Context: an optimization exercise on an open-source flow, tuned for small area. The choices shown serve that exercise and are no tape-out recipe.
RTL that was checked went through simulation tests only; none was proved equivalent to the original.
Power figures rest on the tool's default switching activity, not on a simulated workload.

==> 01-16 <==
// frame_dec_top
module frame_dec_top #(
    parameter logic [31:0] SYNC_WORD = 32'h1234_807F,
    parameter int          K_HASHES  = 5
) (
    input  logic        USER_CLK,
    input  logic        SYSTEM_RESET,
    input  logic        cs_i,
    input  logic [31:0] rx_data_i,
    output logic        synched_o,
    output logic        busy_o,
    output logic [7:0]  byte_o,
    output logic        byte_valid_o,
    output logic [31:0] frame_count_o
);
export LEC_CHECK = 0
export CAP_MARGIN = 20
export CORE_MARGIN = 2
export CORE_UTILIZATION = 55
export PLACE_DENSITY = 0.75
export SLEW_MARGIN = 20
create_clock -name core_clock -period 8.0 [get_ports {USER_CLK}]
standard.sh (not shown) runs the stock make flow with config.mk's settings and CLKGATE_MAP_FILE= SYNTH_SCRIPT=/design/flow/synth_recipe.tcl, a recipe that flattens the netlist after the stock synthesis.
==> flow/flow/run.sh <==
#!/bin/bash
# Standard layout with two changes: the smallest buffer cell on the port
# buffers, and a clock tree of a few clkbuf_8 cells without dummy loads
set -euo pipefail
export BUFFER_PORTS_ARGS="-buffer_cell sky130_fd_sc_hd__buf_1"
export CTS_ARGS="-sink_clustering_enable -repair_clock_nets -dont_use_dummy_load -buf_list sky130_fd_sc_hd__clkbuf_8 -sink_clustering_size 30 -sink_clustering_max_diameter 100"
bash standard.sh > flow_standard.log 2>&1
==> 11-17 (differences from 01-16) <==
==> flow/flow/run.sh (replaced) <==
#!/bin/bash
# The standard layout with three changes:
#  - synthesis is the standard flow's own script, except that ABC maps the logic with
#    flow/abc_map.script, an area-oriented script (the registers come from
#    dfflibmap before ABC runs, so they are the standard synthesis's)
#  - the port buffers use the smallest buffer cell
#  - the clock tree uses small buffers and no dummy loads
set -euo pipefail
W=$PWD
{
    echo 'proc synth {args} { yosys synth -nofsm -noshare {*}$args }'
    echo "proc abc {args} { set i [lsearch -exact \$args -script]; if {\$i >= 0} { lset args [expr {\$i + 1}] $W/flow/abc_map.script }; yosys abc {*}\$args }"
    tail -n +2 "$W/synth_recipe.tcl"
} > "$W/own_synth.tcl"
sed "s#SYNTH_SCRIPT=[^ ]*#SYNTH_SCRIPT=$W/own_synth.tcl#" "$W/standard.sh" > "$W/own_standard.sh"
grep -q "SYNTH_SCRIPT=$W/own_synth.tcl" "$W/own_standard.sh"
export BUFFER_PORTS_ARGS="-buffer_cell sky130_fd_sc_hd__buf_1"
export CTS_ARGS="-sink_clustering_enable -repair_clock_nets -dont_use_dummy_load -root_buf sky130_fd_sc_hd__clkbuf_8 -buf_list sky130_fd_sc_hd__clkbuf_4"
bash "$W/own_standard.sh" > "$W/flow_standard.log" 2>&1
==> flow/flow/abc_map.script (new file) <==
strash
&get -n
&st
&syn3
&syn3
&dch -f
&put
amap -F 2 -A 8 -m
topo
dnsize -c
Settings changed: CAP_MARGIN 20 to 0, CORE_UTILIZATION 55 to 50, PLACE_DENSITY 0.75 to 0.7, SLEW_MARGIN 20 to 0.
==> notes.md <==
- Between 01-16 and 11-17, the lower clock skew is in 11-17 (gap 0.016 ns).
- In 11-17 the wire length is lower than in 01-16, by about 5.4%.
- Non-clock buffer count is the same in 01-16 and 11-17.
- In 01-16 the sequential share of layout area is lower than in 11-17, by 2.7 points.
- In count of clock-buffer cells in the layout, 11-17 and 01-16 do not differ.
- In clock power, 11-17 and 01-16 hardly differ.
- In flip-flop and latch count, 01-16 and 11-17 do not differ.
- Against 11-17, the total power of 01-16 is higher by about 1.1%.
- Of 01-16 and 11-17, 01-16 has the higher die area (gap about 0.3%, measured against 11-17).
- Between 11-17 and 01-16, the lower register-to-register slack is in 11-17 (gap 0.11 ns).
- Against 01-16, the synthesized cell count of 11-17 is lower by 1.2%.
==> figures <==
quantity                                                         11-17        01-16
Sw Ratio                                                        0.2447       0.2435
Iteration-0 DRC Markers                                            588          504
Internal power                                             0.0007040 W  0.0007129 W
Max Clock Skew                                              0.02547 ns   0.04155 ns
Fraction of area in multi-input gates                           0.4496       0.5073
Status                                        timing/DRC/antenna clean  timing/DRC/antenna clean
Filler-free cell count of the finished design                      788          765
Post-route core utilization                                     0.5655       0.6027
Met2 wire length                                               7142 um      8191 um
Gate count after technology mapping                                557          564
Leakage power of the design                                   2.155 nW     2.461 nW
Relative contribution of the clock network to total power        0.290        0.289
Wire length on met3                                            1522 um      1342 um
Placed insts                                                       779          756
Via-per-instance ratio                                           6.491        6.603
Final-layout clock-cell area share                             0.02048      0.01913
Depth of the worst register-to-register path                        37           35
Power drawn by the clock network                            0.000270 W   0.000272 W
Die boundary height                                           108.1 um     108.3 um
Area of placed instances                                     5926 um^2    6346 um^2
Gr usage total                                                  0.2732       0.2955
Sequential share of the synthesized area                        0.4652       0.4215
Area share of the largest cell type after synthesis             0.2769       0.2509
Function was not checked in any run of this note: the RTL went through the layout flow alone.

* * *

==> inputs of branch fjord <==
==> flow/design.v <==
`timescale 1ns/10ps
module frame_dec_top #(
    parameter logic [31:0] SYNC_WORD = 32'h1234_807F,
    parameter int          K_HASHES  = 5
) (
    input  logic        USER_CLK,
    input  logic        SYSTEM_RESET,
    input  logic        cs_i,
    input  logic [31:0] rx_data_i,
    output logic        synched_o,
    output logic        busy_o,
    output logic [7:0]  byte_o,
    output logic        byte_valid_o,
    output logic [31:0] frame_count_o
);
    logic [23:0] prev_q;
    logic        prev_ok_q;   
    logic        hit_q;
    logic [1:0]  off_q;       
    logic        syn_q;
    logic        rdy_q;
    logic [4:0]  cnt_q;
    logic        shift;
    logic [3:0]  m;
    logic [1:0]  m_off;
    logic        release_w;
    assign shift = cs_i & ~rdy_q;
    assign m[0] = prev_ok_q && prev_q[23:0]  == SYNC_WORD[23:0] && rx_data_i[7:0]  == SYNC_WORD[31:24];
    assign m[1] = prev_ok_q && prev_q[23:8]  == SYNC_WORD[15:0] && rx_data_i[15:0] == SYNC_WORD[31:16];
    assign m[2] = prev_ok_q && prev_q[23:16] == SYNC_WORD[7:0]  && rx_data_i[23:0] == SYNC_WORD[31:8];
    assign m[3] = rx_data_i == SYNC_WORD;
    assign m_off = m[0] ? 2'd0 : m[1] ? 2'd1 : m[2] ? 2'd2 : 2'd3;
    always_ff @(posedge USER_CLK)
    begin
        if (cs_i)
            prev_q <= rx_data_i[31:8];
    end
    always_ff @(posedge USER_CLK)
    begin
        if (SYSTEM_RESET)
        begin
            prev_ok_q <= 1'b0;
            hit_q     <= 1'b0;
            syn_q     <= 1'b0;
            rdy_q     <= 1'b0;
        end
        else if (cs_i)
        begin
            if (rdy_q)
            begin
                if (release_w)
                    rdy_q <= 1'b0;
            end
            else
            begin
                prev_ok_q <= ~syn_q;   
                hit_q     <= ~syn_q & (|m);
                if (syn_q)
                begin
                    if (cnt_q == 5'd31)
                    begin
                        syn_q <= 1'b0;
                        rdy_q <= 1'b1;
                    end
                end
                else if (hit_q)
                    syn_q <= 1'b1;
            end
        end
    end
    logic [5:0] ntog;
    always_comb
    begin
        ntog[0] = shift & syn_q;
        for (int i = 0; i < 5; i++)
            ntog[i+1] = ntog[i] & cnt_q[i];
    end
    always_ff @(posedge USER_CLK)
    begin
        if (SYSTEM_RESET)
            cnt_q <= '0;
        else
            cnt_q <= cnt_q ^ ntog[4:0];
    end
    always_ff @(posedge USER_CLK)
    begin
        if (shift && !syn_q && !hit_q)
            off_q <= m_off;
    end
    logic [31:0] al;      
    logic [30:0] wsel;    
    logic [23:0] kill;    
    logic [23:0] acc_q;
    assign al = {rx_data_i, prev_q} >> {off_q, 3'b000};
    always_comb
    begin
        wsel[0] = shift & ~syn_q;
        for (int n = 1; n < 31; n++)
            wsel[n] = shift && syn_q && (cnt_q == 5'(n - 1));
    end
    assign kill[0] = (wsel[0] & ~al[1]) | (wsel[0] & ~al[2]) | (wsel[0] & ~al[4]) | (wsel[0] & ~al[8]) | (wsel[0] & ~al[16]);
    assign kill[1] = (wsel[1] & ~al[0]) | (wsel[2] & ~al[0]) | (wsel[4] & ~al[1]) | (wsel[8] & ~al[2]) | (wsel[16] & ~al[4]);
    assign kill[2] = (wsel[0] & ~al[9]) | (wsel[0] & ~al[18]) | (wsel[1] & ~al[4]) | (wsel[2] & ~al[8]) | (wsel[4] & ~al[17]);
    assign kill[3] = (wsel[9] & ~al[2]) | (wsel[18] & ~al[4]) | (wsel[4] & ~al[8]) | (wsel[8] & ~al[16]) | (wsel[17] & ~al[0]);
    assign kill[4] = (wsel[2] & ~al[1]) | (wsel[4] & ~al[3]) | (wsel[8] & ~al[6]) | (wsel[16] & ~al[12]) | (wsel[0] & ~al[25]);
    assign kill[5] = (wsel[1] & ~al[18]) | (wsel[3] & ~al[4]) | (wsel[6] & ~al[9]) | (wsel[12] & ~al[19]) | (wsel[25] & ~al[6]);
    assign kill[6] = (wsel[18] & ~al[13]) | (wsel[4] & ~al[26]) | (wsel[9] & ~al[20]) | (wsel[19] & ~al[8]) | (wsel[6] & ~al[16]);
    assign kill[7] = (wsel[13] & ~al[1]) | (wsel[26] & ~al[2]) | (wsel[20] & ~al[4]) | (wsel[8] & ~al[9]) | (wsel[16] & ~al[18]);
    assign kill[8] = (wsel[1] & ~al[5]) | (wsel[2] & ~al[10]) | (wsel[4] & ~al[21]) | (wsel[9] & ~al[10]) | (wsel[18] & ~al[20]);
    assign kill[9] = (wsel[5] & ~al[8]) | (wsel[10] & ~al[16]) | (wsel[21] & ~al[1]) | (wsel[10] & ~al[3]) | (wsel[20] & ~al[7]);
    assign kill[10] = (wsel[8] & ~al[15]) | (wsel[16] & ~al[30]) | (wsel[1] & ~al[29]) | (wsel[3] & ~al[26]) | (wsel[7] & ~al[21]);
    assign kill[11] = (wsel[15] & ~al[11]) | (wsel[30] & ~al[23]) | (wsel[29] & ~al[14]) | (wsel[26] & ~al[29]) | (wsel[21] & ~al[26]);
    assign kill[12] = (wsel[11] & ~al[21]) | (wsel[23] & ~al[11]) | (wsel[14] & ~al[22]) | (wsel[29] & ~al[13]) | (wsel[26] & ~al[27]);
    assign kill[13] = (wsel[21] & ~al[22]) | (wsel[11] & ~al[13]) | (wsel[22] & ~al[27]) | (wsel[13] & ~al[22]) | (wsel[27] & ~al[12]);
    assign kill[14] = (wsel[22] & ~al[24]) | (wsel[13] & ~al[16]) | (wsel[27] & ~al[0]) | (wsel[22] & ~al[0]) | (wsel[12] & ~al[0]);
    assign kill[15] = (wsel[24] & ~al[0]) | (wsel[16] & ~al[1]) | (wsel[0] & ~al[3]) | (wsel[0] & ~al[6]) | (wsel[0] & ~al[12]);
    assign kill[16] = (wsel[0] & ~al[24]) | (wsel[1] & ~al[16]) | (wsel[3] & ~al[0]) | (wsel[6] & ~al[1]) | (wsel[12] & ~al[3]);
    assign kill[17] = (wsel[24] & ~al[6]) | (wsel[16] & ~al[13]) | (wsel[0] & ~al[27]) | (wsel[1] & ~al[22]) | (wsel[3] & ~al[12]);
    assign kill[18] = (wsel[6] & ~al[25]) | (wsel[13] & ~al[19]) | (wsel[27] & ~al[6]) | (wsel[22] & ~al[12]) | (wsel[12] & ~al[24]);
    assign kill[19] = (wsel[25] & ~al[16]) | (wsel[19] & ~al[1]) | (wsel[6] & ~al[2]) | (wsel[12] & ~al[5]) | (wsel[24] & ~al[10]);
    assign kill[20] = (wsel[16] & ~al[21]) | (wsel[1] & ~al[11]) | (wsel[2] & ~al[22]) | (wsel[5] & ~al[13]) | (wsel[10] & ~al[26]);
    assign kill[21] = (wsel[21] & ~al[21]) | (wsel[11] & ~al[11]) | (wsel[22] & ~al[23]) | (wsel[13] & ~al[14]) | (wsel[26] & ~al[28]);
    assign kill[22] = (wsel[21] & ~al[24]) | (wsel[11] & ~al[17]) | (wsel[23] & ~al[3]) | (wsel[14] & ~al[6]) | (wsel[28] & ~al[13]);
    assign kill[23] = (wsel[24] & ~al[27]) | (wsel[17] & ~al[23]) | (wsel[3] & ~al[15]) | (wsel[6] & ~al[31]) | (wsel[13] & ~al[31]);
    always_ff @(posedge USER_CLK)
    begin
        acc_q <= (acc_q | {24{shift & ~syn_q}}) & ~kill;
    end
    localparam logic [1:0] S_IDLE = 2'd0, S_HASH = 2'd1, S_SRCH = 2'd3, S_DONE = 2'd2;
    logic [1:0]  st_q;
    logic [7:0]  c_q;
    logic [7:0]  tgt_q;
    logic [31:0] count_q;
    logic        code_ok;
    logic        found;
    assign code_ok = acc_q[15:8] == ~acc_q[23:16] &&
                     acc_q[7:0] == {acc_q[16], acc_q[17], acc_q[18], acc_q[19],
                                    acc_q[20], acc_q[21], acc_q[22], acc_q[23]};
    assign found     = (c_q == tgt_q);
    assign release_w = (st_q == S_HASH) && (c_q == 8'hFF);
    always_ff @(posedge USER_CLK)
    begin
        if (SYSTEM_RESET)
        begin
            st_q    <= S_IDLE;
        end
        else if (cs_i)
        begin
            case (st_q)
                S_IDLE:
                begin
                    if (rdy_q)
                        st_q <= S_HASH;
                end
                S_HASH:
                begin
                    if (c_q == 8'hFF)
                        st_q <= S_SRCH;
                end
                S_SRCH:
                begin
                    if (found)
                        st_q <= S_DONE;
                end
                default:
                    st_q <= S_IDLE;
            endcase
        end
    end
    logic [32:0] tog;
    always_comb
    begin
        tog[0] = cs_i && st_q == S_SRCH && found;
        for (int i = 0; i < 32; i++)
            tog[i+1] = tog[i] & count_q[i];
    end
    always_ff @(posedge USER_CLK)
    begin
        if (SYSTEM_RESET)
            count_q <= '0;
        else
            count_q <= count_q ^ tog[31:0];
    end
    logic [8:0] ctog;
    logic       c_ld;
    assign c_ld = cs_i && st_q == S_IDLE;
    always_comb
    begin
        ctog[0] = cs_i && st_q != S_IDLE;
        for (int i = 0; i < 8; i++)
            ctog[i+1] = ctog[i] & c_q[i];
    end
    always_ff @(posedge USER_CLK)
    begin
        c_q <= ((c_q ^ ctog[7:0]) & ~{8{c_ld}}) | ({8{c_ld}} & 8'd135);
    end
    always_ff @(posedge USER_CLK)
    begin
        if (cs_i && st_q == S_IDLE && rdy_q)
            tgt_q <= code_ok ? acc_q[23:16] : 8'hFF;
    end
    assign synched_o     = syn_q;
    assign busy_o        = (st_q != S_IDLE);
    assign byte_o        = tgt_q;
    assign byte_valid_o  = (st_q == S_DONE);
    assign frame_count_o = count_q;
endmodule
==> flow/flow/run.sh <==
#!/bin/bash
# Standard layout with two changes: the smallest buffer cell on the port
# buffers, and a clock tree of a few clkbuf_8 cells without dummy loads
set -euo pipefail
export BUFFER_PORTS_ARGS="-buffer_cell sky130_fd_sc_hd__buf_1"
export CTS_ARGS="-sink_clustering_enable -repair_clock_nets -dont_use_dummy_load -buf_list sky130_fd_sc_hd__clkbuf_8 -sink_clustering_size 30 -sink_clustering_max_diameter 100"
bash standard.sh > flow_standard.log 2>&1
==> flow/standard.sh <==
#!/bin/bash
# synth_recipe.tcl (not shown) runs the flow's synth.tcl, then flattens the netlist and writes it again
# the make line also repeats each setting of config.mk as NAME=value (left out here)
make -C /OpenROAD-flow-scripts/flow DESIGN_CONFIG=/design/flow/config.mk WORK_HOME=/design/flow/orfs CLKGATE_MAP_FILE= SYNTH_SCRIPT=/design/flow/synth_recipe.tcl "${@:-finish}"
==> flow/config.mk <==
export PLATFORM = sky130hd
export DESIGN_NAME = frame_dec_top
export DESIGN_NICKNAME = frame_dec_top
export VERILOG_FILES = /design/flow/design.v
export SDC_FILE = /design/flow/constraint.sdc
export NUM_CORES = 4
export LEC_CHECK = 0
export CAP_MARGIN = 20
export CORE_MARGIN = 2
export CORE_UTILIZATION = 55
export PLACE_DENSITY = 0.75
export SLEW_MARGIN = 20
==> flow/constraint.sdc <==
create_clock -name core_clock -period 8.0 [get_ports {USER_CLK}]
set_input_delay 1.6000 -clock core_clock [delete_from_list [all_inputs] [get_ports {USER_CLK}]]
set_output_delay 1.6000 -clock core_clock [all_outputs]
set_load 0.01 [all_outputs]
==> branch willow: changes against branch fjord <==
==> flow/flow/run.sh (replaced) <==
#!/bin/bash
# Standard layout with two changes: the smallest buffer cell on the port
# buffers, and a clock tree of clkbuf_16 leaves without dummy loads
set -euo pipefail
export BUFFER_PORTS_ARGS="-buffer_cell sky130_fd_sc_hd__buf_1"
export CTS_ARGS="-sink_clustering_enable -repair_clock_nets -dont_use_dummy_load -buf_list sky130_fd_sc_hd__clkbuf_16 -sink_clustering_size 40 -sink_clustering_max_diameter 300"
bash standard.sh > flow_standard.log 2>&1
CAP_MARGIN = 0   (was 20)
CORE_UTILIZATION = 45   (was 55)
PLACE_DENSITY = 0.65   (was 0.75)
SLEW_MARGIN = 0   (was 20)
==> branch delta: changes against branch fjord <==
--- a/flow/design.v
+++ b/flow/design.v
@@ -44,4 +44,5 @@
             syn_q     <= 1'b0;
             rdy_q     <= 1'b0;
+            cnt_q     <= '0;
         end
         else if (cs_i)
@@ -58,4 +59,5 @@
                 if (syn_q)
                 begin
+                    cnt_q <= cnt_q + 1'b1;   
                     if (cnt_q == 5'd31)
                     begin
@@ -68,18 +70,4 @@
             end
         end
-    end
-    logic [5:0] ntog;
-    always_comb
-    begin
-        ntog[0] = shift & syn_q;
-        for (int i = 0; i < 5; i++)
-            ntog[i+1] = ntog[i] & cnt_q[i];
-    end
-    always_ff @(posedge USER_CLK)
-    begin
-        if (SYSTEM_RESET)
-            cnt_q <= '0;
-        else
-            cnt_q <= cnt_q ^ ntog[4:0];
     end
     always_ff @(posedge USER_CLK)
@@ -95,7 +83,7 @@
     always_comb
     begin
-        wsel[0] = shift & ~syn_q;
+        wsel[0] = ~syn_q;
         for (int n = 1; n < 31; n++)
-            wsel[n] = shift && syn_q && (cnt_q == 5'(n - 1));
+            wsel[n] = syn_q && (cnt_q == 5'(n - 1));
     end
     assign kill[0] = (wsel[0] & ~al[1]) | (wsel[0] & ~al[2]) | (wsel[0] & ~al[4]) | (wsel[0] & ~al[8]) | (wsel[0] & ~al[16]);
@@ -125,5 +113,6 @@
     always_ff @(posedge USER_CLK)
     begin
-        acc_q <= (acc_q | {24{shift & ~syn_q}}) & ~kill;
+        if (shift)
+            acc_q <= (syn_q ? acc_q : 24'hFF_FFFF) & ~kill;
     end
     localparam logic [1:0] S_IDLE = 2'd0, S_HASH = 2'd1, S_SRCH = 2'd3, S_DONE = 2'd2;
@@ -144,4 +133,5 @@
         begin
             st_q    <= S_IDLE;
+            count_q <= '0;
         end
         else if (cs_i)
@@ -161,5 +151,8 @@
                 begin
                     if (found)
-                        st_q <= S_DONE;
+                    begin
+                        st_q    <= S_DONE;
+                        count_q <= count_q + 1'b1;
+                    end
                 end
                 default:
@@ -168,30 +161,13 @@
         end
     end
-    logic [32:0] tog;
-    always_comb
-    begin
-        tog[0] = cs_i && st_q == S_SRCH && found;
-        for (int i = 0; i < 32; i++)
-            tog[i+1] = tog[i] & count_q[i];
-    end
     always_ff @(posedge USER_CLK)
     begin
-        if (SYSTEM_RESET)
-            count_q <= '0;
-        else
-            count_q <= count_q ^ tog[31:0];
-    end
-    logic [8:0] ctog;
-    logic       c_ld;
-    assign c_ld = cs_i && st_q == S_IDLE;
-    always_comb
-    begin
-        ctog[0] = cs_i && st_q != S_IDLE;
-        for (int i = 0; i < 8; i++)
-            ctog[i+1] = ctog[i] & c_q[i];
-    end
-    always_ff @(posedge USER_CLK)
-    begin
-        c_q <= ((c_q ^ ctog[7:0]) & ~{8{c_ld}}) | ({8{c_ld}} & 8'd135);
+        if (cs_i)
+        begin
+            if (st_q == S_IDLE)
+                c_q <= 8'd135;
+            else
+                c_q <= c_q + 1'b1;
+        end
     end
     always_ff @(posedge USER_CLK)
==> flow/run.sh (new file) <==
#!/bin/bash
# synth_recipe.tcl (not shown) runs the flow's synth.tcl, then flattens the netlist and writes it again
# the make line also repeats each setting of config.mk as NAME=value (left out here)
make -C /OpenROAD-flow-scripts/flow DESIGN_CONFIG=/design/flow/config.mk WORK_HOME=/design/flow/orfs CLKGATE_MAP_FILE= SYNTH_SCRIPT=/design/flow/synth_recipe.tcl finish
CORE_UTILIZATION = 40   (was 55)
PLACE_DENSITY = default   (was 0.75)
removed: flow/flow/run.sh
removed: flow/standard.sh
==> notes <==
Branch delta finished clean. Branch fjord ran to the end with no violations. Branch willow finished clean. Hold slack: branch fjord > branch delta > branch willow. In branch willow the fmax is lower than in branch delta, by 47%. Wire length, lowest first: branch fjord, branch willow, branch delta. Global-route usage: branch fjord > branch delta > branch willow. Cell count: branch fjord < branch willow < branch delta.

static timing again, ports no longer ideal:
The results above use ideal ports. As a check the final layouts listed here were re-extracted and re-timed, cells and wires unchanged.
Step 1 assumes that a clkbuf_16 drives the clock port and a buf_2 every other input.
Step 2 times the ports against the registers' clock, not the clock port: input delays grow and output delays shrink by t, the midpoint of the rising clock arrivals with the driver on.
Three values: ideal, step 1, step 2; two values: the first two.
run | t (ns) | setup WS [ns] | worst hold slack (ns) | clock arrival spread, ns
01-16 | 0.417 | 0.409 / 0.424 / 0.006 | 0.482 / 0.482 / 0.482 | 0.043 / 0.043
11-17 | 0.402 | 0.406 / 0.423 / 0.020 | 0.486 / 0.486 / 0.486 | 0.026 / 0.027
branch fjord | 0.406 | 0.445 / 0.459 / 0.052 | 0.478 / 0.478 / 0.478 | 0.026 / 0.027
branch willow | 0.390 | 0.473 / 0.489 / 0.099 | 0.471 / 0.471 / 0.471 | 0.016 / 0.016
branch delta | 0.399 | 3.991 / 4.010 / 3.611 | 0.475 / 0.475 / 0.475 | 0.008 / 0.008
After both steps every run listed still meets setup and hold. The setup slack of 01-16, which loses most, moves by +0.015 ns with the drivers and by -0.403 ns with both steps.
